Background: an optimization exercise with open tools, aiming at small area and a short achievable clock period. Do not read the settings as production practice. Only simulation tests tie the RTL to the original design; equivalence was not proved. No activity file was given, so power comes from the tool's default toggle rates.

===== design.v =====
package sspq_pkg;
    localparam int TAG_BITS = 16;
    typedef enum logic [1:0] {
        ACT_PUSH = 2'd0,
        ACT_POP  = 2'd1,
        ACT_PEEK = 2'd2
    } t_action;
    typedef enum logic [1:0] {
        ST_OK    = 2'd0,
        ST_FULL  = 2'd1,
        ST_EMPTY = 2'd2
    } t_status;
    typedef struct packed {
        logic push;
        logic pop;
    } t_cell_cmd;
    typedef struct packed {
        logic occ;   
        logic gt;    
    } t_cell_flags;
endpackage
module sspq_cell #(
    parameter int W = 32
) (
    input  logic         i_clk,
    input  logic         i_sel_next,
    input  logic         i_sel_prev,
    input  logic         i_sel_new,
    input  logic [W-1:0] i_next,
    input  logic [W-1:0] i_prev,
    input  logic [W-1:0] i_new,
    output logic [W-1:0] o_q,
    output logic [W-1:0] o_d      
);
    logic [W-1:0] r_q;
    logic         sel_hold;
    assign sel_hold = !(i_sel_next || i_sel_prev || i_sel_new);
    assign o_d = ({W{i_sel_next}} & i_next) | ({W{i_sel_prev}} & i_prev)
               | ({W{i_sel_new}} & i_new) | ({W{sel_hold}} & r_q);
    always_ff @(posedge i_clk) begin
        r_q <= o_d;
    end
    assign o_q = r_q;
endmodule
module stable_sorted_priority_queue #(
    parameter int QUEUE_DEPTH = 32,
    parameter int KEY_BITS    = 16,
    localparam int CW         = $clog2(QUEUE_DEPTH + 1)
) (
    input  logic                          i_clk,
    input  logic                          i_rst_n,
    input  logic                          i_in_valid,
    output logic                          o_in_stall,
    input  logic [1:0]                    i_action,
    input  logic [sspq_pkg::TAG_BITS-1:0] i_entry_tag,
    input  logic [KEY_BITS-1:0]           i_base_key,
    input  logic [KEY_BITS-1:0]           i_key_increment,
    output logic                          o_out_valid,
    input  logic                          i_out_stall,
    output logic [sspq_pkg::TAG_BITS-1:0] o_out_tag,
    output logic [KEY_BITS-1:0]           o_out_key,
    output logic [1:0]                    o_status,
    output logic [CW-1:0]                 o_occupancy
);
    localparam int TB = sspq_pkg::TAG_BITS;
    localparam int EW = KEY_BITS + TB;    
    localparam int N  = QUEUE_DEPTH;
    logic [N-1:0]         occ;
    logic [N-1:0][EW-1:0] ent;
    logic [N-1:0][EW-1:0] ent_d;
    logic                r1_push, r1_pop;
    logic [KEY_BITS-1:0] r1_key;
    logic [TB-1:0]       r1_tag;
    logic                r2_push, r2_pop;
    logic [KEY_BITS-1:0] r2_key;
    logic [TB-1:0]       r2_tag;
    logic [N:0]          r2_g;      
    logic                r2_x;      
    logic                r3_push, r3_pop;
    logic [N-1:0]        r3_gt;
    logic                apply, accept, is_push, is_pop, is_peek, full, empty, show;
    logic [KEY_BITS-1:0] new_key;
    logic [N:0]          g1;        
    logic                x21;       
    logic [N-1:0]        gt2;       
    logic                front_x1;  
    logic [CW-1:0]       r_count;
    logic                r_out_valid;
    logic [1:0]          r_status;
    logic [EW-1:0]       r_out;
    function automatic logic key_gt(input logic [KEY_BITS-1:0] a, input logic [KEY_BITS-1:0] b);
        logic [KEY_BITS-1:0] g, l;
        g = a & ~b;
        l = ~a & b;
        for (int w = 1; w < KEY_BITS; w = w * 2) begin
            for (int i = 0; i + w < KEY_BITS; i = i + 2 * w) begin
                g[i] = g[i + w] | (~l[i + w] & g[i]);
                l[i] = l[i + w] | (~g[i + w] & l[i]);
            end
        end
        key_gt = g[0];
    endfunction
    function automatic logic [KEY_BITS-1:0] sat_add(input logic [KEY_BITS-1:0] a, input logic [KEY_BITS-1:0] b);
        logic [KEY_BITS-1:0] p, g, gg, pp, gn, pn, s;
        p  = a ^ b;
        g  = a & b;
        gg = g;
        pp = p;
        for (int w = 1; w < KEY_BITS; w = w * 2) begin
            gn = gg;
            pn = pp;
            for (int i = w; i < KEY_BITS; i++) begin
                gn[i] = gg[i] | (pp[i] & gg[i - w]);
                pn[i] = pp[i] & pp[i - w];
            end
            gg = gn;
            pp = pn;
        end
        s = p ^ {gg[KEY_BITS-2:0], 1'b0};
        sat_add = gg[KEY_BITS-1] ? {KEY_BITS{1'b1}} : s;
    endfunction
    assign o_in_stall = r_out_valid && i_out_stall;
    assign apply      = !o_in_stall;
    assign accept     = i_in_valid && apply;
    assign is_push = (i_action == 2'd0);
    assign is_pop  = (i_action == 2'd1);
    assign is_peek = (i_action == 2'd2);
    assign full    = (r_count == CW'(N));
    assign empty   = (r_count == '0);
    assign show    = accept && (is_pop || is_peek) && !empty;
    assign new_key = sat_add(i_base_key, i_key_increment);
    genvar gi;
    generate
        for (gi = 0; gi < N; gi++) begin : g_fix
            if (gi == 0) begin : g_head
                assign gt2[gi] = r3_pop ? r2_g[gi+1] : (r3_push && r3_gt[gi]) ? r2_x : r2_g[gi];
            end else begin : g_body
                assign gt2[gi] = r3_pop ? r2_g[gi+1]
                               : !r3_push ? r2_g[gi]
                               : r3_gt[gi-1] ? r2_g[gi-1]
                               : r3_gt[gi] ? r2_x : r2_g[gi];
            end
        end
    endgenerate
    assign g1[N] = 1'b1;
    assign x21   = key_gt(r2_key, r1_key);
    generate
        for (gi = 0; gi < N; gi++) begin : g_cmp
            assign g1[gi] = !occ[gi] || key_gt(ent[gi][EW-1:TB], r1_key);
        end
    endgenerate
    assign front_x1 = r2_pop ? g1[1] : (r2_push && gt2[0]) ? x21 : g1[0];
    always_ff @(posedge i_clk) begin
        if (!i_rst_n) begin
            r1_push <= 1'b0;
            r1_pop  <= 1'b0;
            r2_push <= 1'b0;
            r2_pop  <= 1'b0;
            r3_push <= 1'b0;
            r3_pop  <= 1'b0;
        end else if (apply) begin
            r1_push <= accept && is_push && !full;
            r1_pop  <= accept && is_pop && !empty;
            r2_push <= r1_push;
            r2_pop  <= r1_pop;
            r3_push <= r2_push;
            r3_pop  <= r2_pop;
        end
        if (apply) begin
            r1_key <= new_key;
            r1_tag <= i_entry_tag;
            r2_key <= r1_key;
            r2_tag <= r1_tag;
            r2_g   <= g1;
            r2_x   <= x21;
            r3_gt  <= gt2;
        end
    end
    generate
        for (gi = 0; gi < N; gi++) begin : g_slot
            logic          gt_prev, occ_prev, occ_next;
            logic [EW-1:0] ent_prev, ent_next;
            if (gi == 0) begin : g_head
                assign gt_prev  = 1'b0;
                assign occ_prev = 1'b1;
                assign ent_prev = '0;
            end else begin : g_body
                assign gt_prev  = gt2[gi-1];
                assign occ_prev = occ[gi-1];
                assign ent_prev = ent[gi-1];
            end
            if (gi == N - 1) begin : g_tail
                assign occ_next = 1'b0;
                assign ent_next = '0;
            end else begin : g_mid
                assign occ_next = occ[gi+1];
                assign ent_next = ent[gi+1];
            end
            always_ff @(posedge i_clk) begin
                if (!i_rst_n) begin
                    occ[gi] <= 1'b0;
                end else if (apply && r2_pop) begin
                    occ[gi] <= occ_next;
                end else if (apply && r2_push) begin
                    occ[gi] <= occ_prev;
                end
            end
            sspq_cell #(.W(EW)) u_cell (
                .i_clk      (i_clk),
                .i_sel_next (apply && r2_pop),
                .i_sel_prev (apply && r2_push && gt_prev),
                .i_sel_new  (apply && r2_push && gt2[gi] && !gt_prev),
                .i_next     (ent_next),
                .i_prev     (ent_prev),
                .i_new      ({r2_key, r2_tag}),
                .o_q        (ent[gi]),
                .o_d        (ent_d[gi])
            );
        end
    endgenerate
    always_ff @(posedge i_clk) begin
        if (!i_rst_n) begin
            r_count     <= '0;
            r_out_valid <= 1'b0;
        end else begin
            if (accept) begin
                r_out_valid <= 1'b1;
                if (is_push && !full)      r_count <= r_count + CW'(1);
                else if (is_pop && !empty) r_count <= r_count - CW'(1);
            end else if (!i_out_stall) begin
                r_out_valid <= 1'b0;
            end
        end
        if (accept) begin
            r_status <= (is_push && full) ? 2'd1 : ((is_pop || is_peek) && empty) ? 2'd2 : 2'd0;
        end
        if (apply) begin
            r_out <= !show ? '0 : (r1_push && front_x1) ? {r1_key, r1_tag}
                   : r1_pop ? ent_d[1] : ent_d[0];
        end
    end
    assign o_out_valid = r_out_valid;
    assign {o_out_key, o_out_tag} = r_out;
    assign o_status    = r_status;
    assign o_occupancy = r_count;
endmodule

===== run.sh =====
#!/bin/bash
# synth_recipe.tcl (not shown) runs the flow's synth.tcl, then flattens the netlist and writes it again
# the make line also repeats each setting of config.mk as NAME=value (left out here)
make -C /OpenROAD-flow-scripts/flow DESIGN_CONFIG=/design/flow/config.mk WORK_HOME=/design/flow/orfs CLKGATE_MAP_FILE= SYNTH_SCRIPT=/design/flow/synth_recipe.tcl finish

===== config.mk =====
export PLATFORM = sky130hd
export DESIGN_NAME = stable_sorted_priority_queue
export DESIGN_NICKNAME = stable_sorted_priority_queue
export VERILOG_FILES = /design/flow/design.v
export SDC_FILE = /design/flow/constraint.sdc
export NUM_CORES = 4
export LEC_CHECK = 0
export CAP_MARGIN = 20
export CORE_MARGIN = 2
export CORE_UTILIZATION = 50
export PLACE_DENSITY = 0.6
export SETUP_SLACK_MARGIN = 2.5
export SLEW_MARGIN = 20

===== constraint.sdc =====
create_clock -name core_clock -period 5.5 [get_ports {i_clk}]
set_input_delay 1.1000 -clock core_clock [delete_from_list [all_inputs] [get_ports {i_clk}]]
set_output_delay 1.1000 -clock core_clock [all_outputs]
set_load 0.01 [all_outputs]

==> impl_metrics.env, run 1 <==
export IMPL_pwr_share_clk_pct=40.8
export IMPL_period_needed_ns=3.202
export IMPL_port_buffers=95
export IMPL_p_per_area_nw_per_um2=339.7
export IMPL_area_growth_pct=14.73
export IMPL_fillCellCount=10620
export IMPL_rsz0062_at_grt="yes"
export IMPL_synth_edf_count=163
export IMPL_rows=126
export IMPL_ir_drop_uv=330.3
export IMPL_rrSetupSlack_ns=2.30
export IMPL_power_switching_w=0.006851
export IMPL_timing_rr_end="r_out[1]"
export IMPL_required_ns=6.12
export IMPL_critPathCaptureType="flip-flop"
export IMPL_clk_latency_ns=0.80
export IMPL_synthMuxAreaShare_pct=0.6223
export IMPL_whs_path_depth=0
export IMPL_dpl_hpwl_mm=130.9
export IMPL_grt_max_degree=110
export IMPL_netlist_area_sq_um=59520
export IMPL_synth_xor_area_share_pct=0.2207
export IMPL_p_int_w=0.01635
export IMPL_cts_sinks=1232
export IMPL_period_share_pct=58.22
export IMPL_setup_violations=0
export IMPL_worstRegToRegCells=11
export IMPL_synthArstFlopShare_pct=0
export IMPL_dr_pass1_iters=13
export IMPL_cts_buffers=141
export IMPL_crit_arrival_ns=3.83
export IMPL_tightest_slew_ns=1.036
export IMPL_hold_end="r2_tag[14]"
export IMPL_place_congestion=0.8786
export IMPL_drt_wirelength_per_cell_um=22.50
export IMPL_grt_pass1_vias=53910
export IMPL_ys_types=79
export IMPL_synth_top_family_by_area="compound AO/OA/AOI/OAI gates"
export IMPL_yosys_warnings=2
export IMPL_layout_commonest_cell="nand2_1"
export IMPL_clk_pin_slew_ns=0.06
export IMPL_timing_rr_start="r1_key[6]"
export IMPL_switching_share_pct=29.53
export IMPL_ant_nets=0
export IMPL_drive_above_1_share_pct=11.21
export IMPL_cts_root_buffer="clkbuf_16"
export IMPL_grt_overflow_total=0
export IMPL_synthAdderAreaFrac_pct=2.508
export IMPL_diodes=0
export IMPL_layout_common_cells="nand2_1, dfxtp_1, a222oi_1, buf_4, inv_1"
export IMPL_path_max_fanout=7
export IMPL_die_area_sq_um=121800
export IMPL_critPathLaunchType="flip-flop"
export IMPL_relSlewSlack_pct=30.93
export IMPL_synth_cells=7126
export IMPL_whs_ns=0.4499
export IMPL_slew_viol_final=0
export IMPL_pin_count=96
export IMPL_gr_usage_all_layers_pct=30.31
export IMPL_p_leak_nw=27.73
export IMPL_report_final_hold_viol_count=0
export IMPL_nNetsFinal=7015
export IMPL_cts_buffer_depth=3
export IMPL_setup_worst_path_class="flip-flop to flip-flop"
export IMPL_pwr_share_seq_pct=44.9
export IMPL_ys_ff_latch=1232
export IMPL_synth_compound_area_share_pct=28.14
export IMPL_synth_top_flop_cell="dfxtp_1"
export IMPL_core_area_sq_um=118100
export IMPL_drt_initial_drc_count=10520
export IMPL_antenna_found_initial=1
export IMPL_start_util_pct=50.40
export IMPL_vias=57060
export IMPL_cts_tree="built"
export IMPL_fmax_mhz=312.3
export IMPL_cts_hold_buffers=0
export IMPL_cap_violations=0
export IMPL_die_h_um=349.0
export IMPL_grt_pass1_wl_mm=303.8
export IMPL_setup_tns_ns=0
export IMPL_syn_nets=7204
export IMPL_seq_area_frac_synth_pct=44.18
export IMPL_combPwrFrac_pct=14.3
export IMPL_drt_total_wl_mm=193.2
export IMPL_synthSimpleGateAreaFrac_pct=18.11
export IMPL_routed_via_density=6.645
export IMPL_hp_class="flip-flop to flip-flop"
export IMPL_drc=0
export IMPL_fp_dieW_um=349.0
export IMPL_min_from="r1_tag[14]"
export IMPL_synth_area_per_cell_sq_um=8.352
export IMPL_status="finished clean"
export IMPL_fin_skew_ns=0.02461
export IMPL_cts_htree_levels=4
state kept, by name (all words and copies together) (netlist names), 6 cells and up:
name and cells:
g_slot.u_cell.r_q 1024, occ 32, r2_g 32, r3_gt 32, r_out 32, r1_key 16, r1_tag 16, r2_key 16
r2_tag 16, r_count 6
cells by family (layout without fill, tap and decap cells):
logic type / count (synthesis) / count (layout)
buffers and inverters: 960 / 878
multiplexers: 37 / 37
flip-flops: 1232 / 1232
adder cells (fa/ha/maj): 137 / 137
AO/OA/AOI/OAI: 2019 / 2020
XOR/XNOR: 15 / 15
AND/OR/NAND/NOR: 2726 / 2731
final cells by class:
cell class | instances | area [sq um] | share of cell area [%]
flip-flops and latches | 1232 | 26300 | 38.52
inverters | 244 | 953.4 | 1.396
repair buffers | 378 | 3585 | 5.250
clock buffers | 214 | 4149 | 6.076
well taps | 1536 | 1922 | 2.814
multi-input cells | 4940 | 30890 | 45.24
clock inverters | 42 | 480.5 | 0.7036
synth_stat cells, types with 8 or more instances:
library cell | number | share of area, %
a2111o_1 | 18 | 0.34
a2111oi_0 | 13 | 0.19
a211oi_1 | 26 | 0.33
a21boi_0 | 8 | 0.10
a21o_1 | 36 | 0.45
a21oi_1 | 200 | 1.7
a221o_1 | 43 | 0.72
a221oi_1 | 31 | 0.46
a222oi_1 | 983 | 17
a22oi_1 | 91 | 1.1
a311oi_1 | 24 | 0.35
a31oi_1 | 49 | 0.52
a32oi_1 | 14 | 0.21
a41oi_1 | 14 | 0.21
and2_1 | 31 | 0.33
buf_1 | 23 | 0.15
buf_2 | 57 | 0.48
clkbuf_1 | 631 | 4.0
clkinv_1 | 8 | 0.050
dfxtp_1 | 1069 | 36
edfxtp_1 | 163 | 8.2
ha_1 | 22 | 0.46
inv_1 | 233 | 1.5
maj3_1 | 76 | 1.3
maj3_2 | 37 | 0.70
mux2i_1 | 37 | 0.62
nand2_1 | 2296 | 14
nand2b_1 | 54 | 0.57
nand3_1 | 11 | 0.092
nor2_1 | 194 | 1.2
nor2b_1 | 44 | 0.46
nor3_1 | 48 | 0.40
nor4_1 | 11 | 0.12
o211ai_1 | 22 | 0.28
o21a_1 | 10 | 0.13
o21ai_0 | 275 | 2.3
o221ai_1 | 16 | 0.24
o22ai_1 | 65 | 0.68
o311a_1 | 10 | 0.17
o31ai_1 | 11 | 0.14
or2_2 | 12 | 0.13
xnor2_1 | 11 | 0.16
timing repair:
| action | 4_1_cts | 5_1_grt |
|---|---|---|
| setup endpoints to repair | 766 | 778 |
| pin swaps | 49 | 115 |
| cloned | 6 | 7 |
| hold endpoints to repair | 0 | 0 |
| resized for setup | 119 | 185 |
| buffers inserted | 25 | 23 |
worst max-delay path by stage:
stage / cells past startpoint / startpoint / slack, ns / endpoint
5_1_grt: 11 / r1_key[0] / 2.22 / r2_g[11]
4_1_cts: 5 / i_out_stall / 2.19 / o_in_stall
3_5_place_dp: 13 / i_base_key[0] / 0.73 / r1_key[2]
6_report: 11 / r1_key[6] / 2.30 / r_out[1]
3_3_place_gp: 13 / i_base_key[0] / 0.73 / r1_key[4]
2_1_floorplan: 11 / i_out_stall / 1.95 / r_out[29]
power by group through the flow:
stage / combinational, W / clock [W] / sequential (W)
final: 0.00331 / 0.00946 / 0.0104
after global routing: 0.00361 / 0.00996 / 0.0105
after CTS: 0.00311 / 0.00962 / 0.0104
after detailed placement: 0.00293 / 0 / 0.0106
after global placement: 0.00283 / 0 / 0.0106
after floorplan: 0.00207 / 0 / 0.0103
per-stage QoR:
step	power, W	instances	setup slack (ns)	util (%)	cell area, sq um
after floorplan	0.01240	7126	1.955	-	59670
after global placement	0.01344	8260	0.7274	52.22	61660
after detailed placement	0.01353	8266	0.7290	52.31	61760
after CTS	0.02313	8553	2.186	56.94	67230
after global routing	0.02406	8586	2.219	57.83	68280
final	0.02320	8586	2.298	57.83	68280
critical path, cell delays in order, from the launching register on:
cell      delay (ns)
edfxtp_1        0.46
nor2b_1         0.17
maj3_1          0.42
a31oi_4         0.24
o211ai_1        0.25
o2111a_1        0.34
nor2_4          0.16
a21oi_2         0.06
o32ai_4         0.31
buf_12          0.21
buf_16          0.16
mux2i_1         0.23
layer usage:
layer	track usage [%]	part of all wire, %
met3	4.444	8.4
met2	47.09	45
met5	0	0
met1	43.50	45
met4	9.017	2.4
==> run 2, diff against run 1 <==
==> flow/run.sh (new file) <==
#!/bin/bash
# The standard layout, with two changes to how cells are sized:
# - the port buffers are plain buf_4 cells rather than the delay buffer
#   buffer_ports picks by default
# - timing repair may swap a cell for one of another footprint
# Everything else (synthesis, floorplan, power grid, CTS, routing) is the
# standard flow. make's full output is kept in flow_make.log.
set -euo pipefail
sed "s|CLKGATE_MAP_FILE= |CLKGATE_MAP_FILE= MATCH_CELL_FOOTPRINT=0 'BUFFER_PORTS_ARGS=-buffer_cell sky130_fd_sc_hd__buf_4' |" standard.sh > standard_sized.sh
grep -q "MATCH_CELL_FOOTPRINT=0" standard_sized.sh
bash standard_sized.sh > flow_make.log 2>&1
==> standard.sh (new file) <==
#!/bin/bash
# synth_recipe.tcl (not shown) runs the flow's synth.tcl, then flattens the netlist and writes it again
# the make line also repeats each setting of config.mk as NAME=value (left out here)
make -C /OpenROAD-flow-scripts/flow DESIGN_CONFIG=/design/flow/config.mk WORK_HOME=/design/flow/orfs CLKGATE_MAP_FILE= SYNTH_SCRIPT=/design/flow/synth_recipe.tcl "${@:-finish}"
removed: run.sh
==> impl_metrics.env, run 2 <==
export IMPL_grt_pass1_wl_mm=306.8
export IMPL_core_area_sq_um=118100
export IMPL_ys_ff_latch=1232
export IMPL_power_total_w=0.02336
export IMPL_port_buffers=95
export IMPL_cap_violations=0
export IMPL_antenna_found_initial=1
export IMPL_cts_tree="built"
export IMPL_hold_end="r2_tag[13]"
export IMPL_crit_arrival_ns=3.69
export IMPL_netlist_top_cells_count="nand2_1, dfxtp_1, a222oi_1"
export IMPL_cts_buffers=141
export IMPL_rsz0062_at_grt="yes"
export IMPL_drt_wirelength_per_cell_um=22.60
export IMPL_critPathLaunchType="flip-flop"
export IMPL_cts_hold_buffers=0
export IMPL_largest_register_ffs=1024
export IMPL_synth_top_flop_cell="dfxtp_1"
export IMPL_diodes=0
export IMPL_required_ns=5.95
export IMPL_grt_max_degree=179
export IMPL_netlist_area_sq_um=59520
export IMPL_fp_dieW_um=349.0
export IMPL_final_instance_count_excl_fill=8578
export IMPL_fmax_mhz=309.3
export IMPL_setup_tns_ns=0
export IMPL_place_congestion=0.8880
export IMPL_ir_drop_uv=400.5
export IMPL_ant_nets=0
export IMPL_synth_cells=7126
export IMPL_synthArstFlopShare_pct=0
export IMPL_grt_pass1_vias=53350
export IMPL_die_h_um=349.0
export IMPL_pwr_share_clk_pct=41.1
export IMPL_die_area_sq_um=121800
export IMPL_drive_above_1_share_pct=11.77
export IMPL_yosysTopAreaCellShare_pct=35.96
export IMPL_critical_path_slowest_cell="edfxtp_1"
export IMPL_syn_nets=7204
export IMPL_layout_commonest_cell="nand2_1"
export IMPL_dr_pass1_iters=14
export IMPL_cts_sinks=1232
export IMPL_critPathCaptureType="flip-flop"
export IMPL_path_cells="nor2_4 > buf_12 > a21oi_1 > nor2_1 > maj3_1 > maj3_2 > maj3_1 > maj3_2 > a221oi_4 > o211ai_1"
export IMPL_period_share_pct=58.78
export IMPL_vias=57170
export IMPL_nNetsFinal=7009
export IMPL_synth_area_per_cell_sq_um=8.352
export IMPL_p_int_w=0.01660
export IMPL_min_from="r1_tag[13]"
export IMPL_setup_worst_path_class="flip-flop to flip-flop"
export IMPL_tightest_slew_ns=1.003
export IMPL_cts_buffer_depth=3
export IMPL_path_max_fanout=12
export IMPL_switching_share_pct=28.93
export IMPL_start_util_pct=50.40
export IMPL_dpl_hpwl_mm=129.6
export IMPL_relSlewSlack_pct=33.16
export IMPL_pwr_share_seq_pct=44.5
export IMPL_seq_area_frac_synth_pct=44.18
export IMPL_clk_latency_ns=0.75
export IMPL_clk_pin_slew_ns=0.06
export IMPL_setup_violations=0
export IMPL_synth_edf_count=163
export IMPL_synth_most_common_cell="nand2_1"
export IMPL_slew_viol_final=0
export IMPL_pin_count=96
export IMPL_combPwrFrac_pct=14.3
export IMPL_cts_root_buffer="clkbuf_16"
export IMPL_layout_common_cells="nand2_1, dfxtp_1, a222oi_1, buf_4, inv_1"
export IMPL_rows=126
export IMPL_top_register="g_slot.u_cell.r_q"
export IMPL_fin_skew_ns=0.02449
export IMPL_yosys_warnings=2
export IMPL_area_growth_pct=14.09
export IMPL_power_switching_w=0.006760
export IMPL_preCtsSetupSlack_ns=1.148
export IMPL_period_needed_ns=3.233
export IMPL_grt_overflow_total=0
export IMPL_p_leak_nw=27.80
export IMPL_whs_path_depth=0
export IMPL_fillCellCount=10480
export IMPL_status="finished clean"
export IMPL_report_final_hold_viol_count=0
export IMPL_synthTopCellsByArea="dfxtp_1, a222oi_1, nand2_1"
export IMPL_gr_usage_all_layers_pct=30.60
export IMPL_drc=0
export IMPL_slowest_delay_ns=0.48
export IMPL_cpLargestDelayFamily="adder cells"
export IMPL_drt_initial_drc_count=10520
export IMPL_synth_top_area_cell="dfxtp_1"
export IMPL_rrSetupSlack_ns=2.27
export IMPL_timing_rr_end="r2_g[26]"
export IMPL_fin_ws_ns=2.267
export IMPL_drt_total_wl_mm=193.9
export IMPL_cts_htree_levels=4
export IMPL_crit_buf_inv=1
export IMPL_p_per_area_nw_per_um2=344.1
export IMPL_routed_via_density=6.664
export IMPL_hp_class="flip-flop to flip-flop"
export IMPL_place_inst=8248
export IMPL_worstRegToRegCells=10
export IMPL_ys_types=79
export IMPL_timing_rr_start="r1_key[1]"
run 2: cell counts after synthesis:
Identical to the previous run, type by type.
run 2: worst max path at each step:
stage	start	end	cells past startpoint
after floorplan	i_out_stall	r_out[30]	11
after global placement	i_base_key[0]	r1_key[2]	13
after detailed placement	i_base_key[0]	r1_key[4]	13
after CTS	r1_key[0]	r2_g[26]	11
after global routing	r1_key[1]	r_out[30]	12
final	r1_key[1]	r2_g[26]	10
run 2: logic make-up (layout without fill, tap and decap cells):
family | after synthesis | in the layout | synth area share (%)
buffers and inverters | 960 | 871 | 6.218
and+or+nand+nor | 2726 | 2730 | 18.11
AOI/OAI and AO/OA | 2019 | 2020 | 28.14
adders and majority gates | 137 | 137 | 2.508
muxes | 37 | 37 | 0.6223
DFF | 1232 | 1232 | 44.18
xor gates and xnor gates | 15 | 15 | 0.2207
run 2: power by group through the flow:
| stage | logic, W | clock network, W | registers [W] |
|---|---|---|---|
| 2_1_floorplan | 0.00207 | 0 | 0.0103 |
| 3_3_place_gp | 0.00282 | 0 | 0.0106 |
| 3_5_place_dp | 0.00290 | 0 | 0.0106 |
| 4_1_cts | 0.00317 | 0.00977 | 0.0104 |
| 5_1_grt | 0.00363 | 0.0101 | 0.0105 |
| 6_report | 0.00335 | 0.00961 | 0.0104 |
run 2: metal layers:
metal / track usage, % / share of wire [%]
met1: 43.82 / 44
met2: 47.75 / 45
met3: 3.971 / 8.4
met4: 9.703 / 2.9
met5: 0 / 0
run 2: metrics by stage:
step	hold WS, ns	utilization [%]	instance area, sq um
after floorplan	0.4206	-	59700
after global placement	0.4297	51.91	61300
after detailed placement	0.4312	52.00	61400
after CTS	0.4466	56.96	67260
after global routing	0.4598	57.50	67900
final	0.4499	57.50	67900
run 2: layout make-up:
class	instances	area, sq um	area share, %
clock buffer	208	4178	6.153
inverter	244	962.2	1.417
clock inverter	46	538.0	0.7924
tap	1536	1922	2.830
timing repair buffer	372	3427	5.047
timing repair inverter	1	7.507	0.01106
sequential	1232	26300	38.74
multi-input combinational	4939	30560	45.01
run 2: timing repair:
action / in CTS / in global routing
gates cloned: 11 / 2
endpoints found under the hold margin: 0 / 0
resized for setup: 140 / 107
pin swaps: 45 / 22
setup endpoints to repair: 792 / 849
buffers inserted: 42 / 17

==> afterwards: timing with drivers on the ports <==
In the flow no input, the clock included, has a driving cell. The finished layouts below were timed again as built, in two steps.
Step 1 sets driving cells, clkbuf_16 on the clock port and buf_2 on the other inputs (assumed; they add their load-dependent delay and slew).
Step 2, shift: input delay + t, output delay - t, t = (earliest + latest rising clock arrival at the registers) / 2. This alone moves slack from input paths to output paths.
Slacks: no drivers / after step 1 / after step 2; pairs: no drivers / after step 1.
run | shift t [ns] | setup slack, ns | latest minus earliest clock arrival (ns) | worst register clock-pin slew, ns | worst slew at a driven data input, ns
run 1 | 0.857 | 2.298 / 2.298 / 1.805 | 0.028 / 0.029 | 0.07 / 0.07 | 0.04
run 2 | 0.818 | 2.267 / 2.267 / 1.726 | 0.025 / 0.024 | 0.06 / 0.06 | 0.04
After both steps every run listed still meets setup and hold. For run 2, which loses most, drivers alone change the setup slack by 0.000 ns; drivers and shift together by -0.541 ns.
